From an optimization exercise on the open Yosys and OpenROAD flow, aimed at small area, a short achievable clock period and few clock cycles per item; shortcuts taken in it are not production practice.
In this exercise RTL edits were held to simulation tests only and were not proved equivalent to the original.

Design cordic_top, start of the top module:
module cordic_top (
    input  logic               clk,
    input  logic               rst,
    input  logic               valid_in,
    input  logic [31:0]        angle_ieee754,
    output logic signed [15:0] sin_ieee754,
    output logic signed [15:0] cos_ieee754,
    output logic               valid,
    output logic signed [2:0]  flip_out
);
    logic       armed_q, s1_q, it_q, post_q, valid_q;
    logic [2:0] p_q;                   
    logic       idle, go;
    assign idle = ~(s1_q | it_q | post_q);
    assign go   = valid_in & armed_q & idle;
    logic [7:0]  w_e;
    logic        w_ok, w_neg;
    logic        w_inr;
    logic [25:0] w_mm, w_fix;
    logic [48:0] w_base;
    logic [8:0]  w_h;
    logic [3:0]  w_Q;
    logic [5:0]  w_rh;
    logic [22:0] w_r;
    logic [9:0]  w_c [0:11];
    logic [11:0] w_ge, w_oh;
    always_comb begin
        w_e   = angle_ieee754[30:23];
        w_ok  = (w_e != 8'd0) && (w_e < 8'd137);
        w_neg = angle_ieee754[31] & w_ok;
        w_mm  = {1'b1, angle_ieee754[22:0], 2'b00};     
        w_inr  = w_e[7] ? (w_e[6:0] <= 7'd8) : (w_e[6:0] >= 7'd110);
        w_base = w_e[7] ? {w_mm, 23'd0} : {32'd0, w_mm[25:9]};
        w_fix  = w_inr ? 26'(w_base >> (~w_e[4:0])) : 26'd0;
        w_h   = w_fix[25:17];
        for (int k = 0; k < 12; k++) begin
            w_c[k]  = {1'b0, w_h} - 10'(45 * k);
            w_ge[k] = ~w_c[k][9];
        end
        w_Q  = 4'd0;
        w_rh = 6'd0;
        for (int k = 0; k < 12; k++) begin
            w_oh[k] = w_ge[k] & ((k == 11) ? 1'b1 : ~w_ge[(k + 1) % 12]);
            w_rh    = w_rh | ({6{w_oh[k]}} & w_c[k][5:0]);
            w_Q     = w_Q | ({4{w_oh[k]}} & 4'(k));
        end
        w_r   = {w_rh, w_fix[16:0]};
    end
    logic [22:0] r_q;
    logic [2:0]  fl0_q, fl_q;          
    logic signed [15:0] w_z5;
    logic signed [18:0] w_x5, w_y5;
    logic               w_t1, w_t2, w_t3, w_t4;
    logic [3:0]         w_d;               
    always_comb begin
        w_t1 = (r_q >= 23'd2949116);
        case (w_t1)
            1'b1: begin
                w_t2 = (r_q >= 23'd4690078);
                case (w_t2)
                    1'b1: begin
                        w_t3 = (r_q >= 23'd5609962);
                        if (w_t3) w_t4 = 1'b0;
  ...
export LEC_CHECK = 0
export ABC_AREA = 1
export CAP_MARGIN = 20
export CORE_MARGIN = 2
export CORE_UTILIZATION = 40
export SETUP_SLACK_MARGIN = 2
export SLEW_MARGIN = 20
create_clock -name core_clock -period 12.0 [get_ports {clk}]
run.sh (not shown) runs the stock make flow with config.mk's settings and CLKGATE_MAP_FILE= SYNTH_SCRIPT=/design/flow/synth_recipe.tcl, a recipe that flattens the netlist after the stock synthesis.
Testbench counts at the start, summed over its fixed seeds: cycles 16,808, items 2,400.
Change:
--- a/flow/config.mk
+++ b/flow/config.mk
@@ -12 +12 @@
-export SETUP_SLACK_MARGIN = 2
+export SETUP_SLACK_MARGIN = 5
=> The new run produced a clean layout; count of clock-buffer cells in the layout stays the same; sequential cell count stays the same; wire length went up by 6.8%; setup slack gains 1.9 ns; non-clock buffer count grows by 161; area after synthesis is unchanged.
Change:
--- a/flow/config.mk
+++ b/flow/config.mk
@@ -12 +12 @@
-export SETUP_SLACK_MARGIN = 5
+export SETUP_SLACK_MARGIN = 4
Effect:
- The new run passed the timing, design-rule and antenna checks
- worst hold slack hardly moves
- non-clock buffer count fell by 132
- die area does not change
- maximum frequency shrinks by 6.4%
- count of clock-buffer cells in the layout does not change
- setup slack got worse by 0.48 ns
- design area drops by about 9%
- area after synthesis stays the same

Another version of the RTL of cordic_top (not shown whole).
For scale: roughly 3800 cells after synthesis, roughly 130 flip-flops, about 71 I/O pins, ~24000 µm² of cells after synthesis.
==> flow/design.v (excerpt) <==
module cordic_top (
    input  logic               clk,
    input  logic               rst,
    input  logic               valid_in,
    input  logic [31:0]        angle_ieee754,
    output logic signed [15:0] sin_ieee754,
    output logic signed [15:0] cos_ieee754,
    output logic               valid,
    output logic signed [2:0]  flip_out
);
    logic       armed_q, s1_q, it_q, post_q, valid_q;
    logic [2:0] p_q;                   
    logic       idle, go;
    assign idle = ~(s1_q | it_q | post_q);
    assign go   = valid_in & armed_q & idle;
    logic [7:0]  w_e;
    logic        w_ok, w_neg;
    logic        w_inr;
    logic [25:0] w_mm, w_fix;
    logic [48:0] w_base;
    logic [8:0]  w_h;
    logic [3:0]  w_Q;
    logic [5:0]  w_rh;
    logic [22:0] w_r;
    logic [9:0]  w_c [0:11];
    logic [11:0] w_ge, w_oh;
    always_comb begin
        w_e   = angle_ieee754[30:23];
        w_ok  = (w_e != 8'd0) && (w_e < 8'd137);
        w_neg = angle_ieee754[31] & w_ok;
        w_mm  = {1'b1, angle_ieee754[22:0], 2'b00};     
        w_inr  = w_e[7] ? (w_e[6:0] <= 7'd8) : (w_e[6:0] >= 7'd110);
        w_base = w_e[7] ? {w_mm, 23'd0} : {32'd0, w_mm[25:9]};
  ...
Settings: LEC_CHECK=0, ABC_AREA=1, CAP_MARGIN=20, CORE_MARGIN=2, CORE_UTILIZATION=40, PLACE_DENSITY=0.75, SETUP_SLACK_MARGIN=4.5, SLEW_MARGIN=20; clock period 12.0 ns.
The starting point ran to the end with no violations.
Testbench counts at the start, summed over its fixed seeds: cycles 16,808, items 2,400.
Then changed:
- SETUP_SLACK_MARGIN: 4.5 -> 4
First-iteration DRC count came out higher slightly; area after synthesis is unchanged; fmax came out lower by a few percent; die area is unchanged; final cell count came out lower slightly; setup slack is worse by 430 ps; final area came out lower slightly; core utilization came out lower by 0.63 points.
Then changed:
- CORE_UTILIZATION: 40 -> 50
- SETUP_SLACK_MARGIN: 4 -> 4.5
Outcome: Utilization went up by 11 points; synthesized cell count is unchanged; wire length grows by about 3.4%; global-route usage increases by 7.1 points; clock-buffer cell count rises by 1; final cell count decreases by 3.0%; setup slack is better by 540 ps; critical path depth rose by 2.
Then changed:
- CORE_UTILIZATION: 50 -> 40
- SETUP_SLACK_MARGIN: 4.5 -> 4.75
The new run passed the timing, design-rule and antenna checks.
Register-to-register slack loses 80 ps.
Via count rises by 0.92%.
Clock-buffer cell count went down by 1.
Wire length rose by 0.72%.
Synthesized cell count is unchanged.
Then changed:
- CORE_UTILIZATION: 40 -> 55
- SETUP_SLACK_MARGIN: 4.75 -> 4.5
The new run finished clean. Cell area falls by a few percent. Setup slack loses 170 ps. Critical path depth falls by 30. First-iteration DRC count falls by a few percent. Final cell count falls by a few percent. Global-route usage rises by 11 points. Synthesized area stays the same. Non-clock buffer count falls by 45.

## the previous run
Another version of the RTL of cordic_top (not shown whole).
Size: roughly 71 I/O pins, roughly 0.022 mm2 of cells after synthesis.
==> flow/config.mk <==
export PLATFORM = sky130hd
export DESIGN_NAME = cordic_top
export DESIGN_NICKNAME = cordic_top
export VERILOG_FILES = /design/flow/design.v
export SDC_FILE = /design/flow/constraint.sdc
export NUM_CORES = 4
export LEC_CHECK = 0
export CAP_MARGIN = 20
export CORE_MARGIN = 2
export CORE_UTILIZATION = 40
export SLEW_MARGIN = 20
==> flow/constraint.sdc <==
create_clock -name core_clock -period 12.0 [get_ports {clk}]
set_input_delay 2.4000 -clock core_clock [delete_from_list [all_inputs] [get_ports {clk}]]
set_output_delay 2.4000 -clock core_clock [all_outputs]
set_load 0.01 [all_outputs]
Testbench counts of the previous run, summed over its fixed seeds: cycles 19,208, items 2,400.
Here is what was changed in the inputs of the current run compared with the previous run.
Settings: ABC_CLOCK_PERIOD_IN_PS now 6000, previously not set; SETUP_SLACK_MARGIN now 4, previously not set.
==> comparison <==
Diff the previous run -> the current run | final critical-path setup slack | increase of 2.08 ns. Comparing the previous run and the current run, the lower clock-buffer cell count was measured on the current run.

Another version of the RTL of cordic_top (not shown whole).
For scale: about 2600 cells after synthesis, about 71 I/O pins, about 21000 um^2 of cells after synthesis.
Settings: LEC_CHECK=0, CAP_MARGIN=20, CORE_MARGIN=2, CORE_UTILIZATION=40, SETUP_SLACK_MARGIN=5, SLEW_MARGIN=20; clock period 12.0 ns.
The starting point produced a clean layout.
Testbench counts at the start, summed over its fixed seeds: cycles 19,208, items 2,400.
Next try:
- ABC_AREA: not set -> 1
=>
- die area came out higher by 3.8%
- synthesized area came out higher by 3.9%
- cell count came out higher by 22%
- critical path depth came out higher by 9
- cell area came out lower by 1.0%
- routed wire length came out higher by 2.2%

## before
cordic_top with an RTL version that a note above also has.
Size in the first run: ~130 flip-flops, roughly 24000 sq um of cells after synthesis.
Settings: LEC_CHECK=0, ABC_AREA=1, CAP_MARGIN=20, CORE_MARGIN=2, CORE_UTILIZATION=40, PLACE_DENSITY=0.75, SETUP_SLACK_MARGIN=4.5, SLEW_MARGIN=20; clock period 12.0 ns.
Testbench counts of before, summed over its fixed seeds: cycles 16,808, items 2,400.
## Diff of input files: after against before
- SETUP_SLACK_MARGIN changed from 4.5 to 4
Notes after the runs:
Compared with before, in after transition time at the pin with the least slew margin +0.023 ns; final net count -24; critical path depth +11%.
after against before: wire length of the first global-routing pass barely changed, finished layout cell area dropped 710 sq um.

-- re-timing with driven ports --
Ports are ideal in the flow. The routed layouts listed here were re-timed in OpenROAD.
Step 1: set_driving_cell puts a clkbuf_16 on clk and a buf_2 on each other input, an assumption about the parent block.
Step 2 adds t to the input delays and takes it off the output delays; t is the mean of the earliest and latest rising clock arrival at the registers after step 1. Input paths then give back, and output paths get back, about the clock's delay inside the block.
a / b / c = no drivers / after step 1 / after step 2; a / b = the first two.
run | t, ns | setup WS [ns] | hold slack, ns | worst setup path at the end | worst data-port slew with drivers (ns)
the first run of note 1 | 0.541 | 3.066 / 3.066 / 3.066 | 0.403 / 0.403 / 0.403 | register to register | 0.05
the second run of note 1 | 0.543 | 4.991 / 4.991 / 4.906 | 0.404 / 0.404 / 0.404 | input to register | 0.05
the third run of note 1 | 0.544 | 4.512 / 4.528 / 3.997 | 0.402 / 0.402 / 0.402 | input to register | 0.05
the first run of note 2 | 0.526 | 4.839 / 4.839 / 4.352 | 0.398 / 0.398 / 0.398 | input to register | 0.05
the second run of note 2 | 0.530 | 4.413 / 4.451 / 3.921 | 0.400 / 0.400 / 0.400 | input to register | 0.05
the third run of note 2 | 0.529 | 4.952 / 4.962 / 4.460 | 0.402 / 0.402 / 0.402 | input to register | 0.05
the fourth run of note 2 | 0.532 | 4.884 / 4.884 / 4.605 | 0.401 / 0.401 / 0.401 | input to register | 0.05
the fifth run of note 2 | 0.544 | 4.712 / 4.747 / 4.203 | 0.409 / 0.409 / 0.409 | input to register | 0.05
the previous run | 0.509 | 1.964 / 1.993 / 1.484 | 0.403 / 0.403 / 0.403 | input to register | 0.05
the current run | 0.524 | 4.039 / 4.039 / 3.884 | 0.407 / 0.407 / 0.407 | input to register | 0.04
the first run of note 4 | 0.537 | 4.636 / 4.636 / 4.636 | 0.401 / 0.401 / 0.401 | register to register | 0.05
the second run of note 4 | 0.542 | 4.977 / 4.977 / 4.936 | 0.405 / 0.405 / 0.405 | input to register | 0.07
before | 0.540 | 4.882 / 4.882 / 4.491 | 0.408 / 0.408 / 0.408 | input to register | 0.06
after | 0.541 | 4.527 / 4.527 / 4.062 | 0.408 / 0.408 / 0.408 | input to register | 0.06
After both steps every run listed still meets setup and hold. The setup slack of the third run of note 1, which loses most, moves by +0.016 ns with the drivers and by -0.515 ns with both steps.
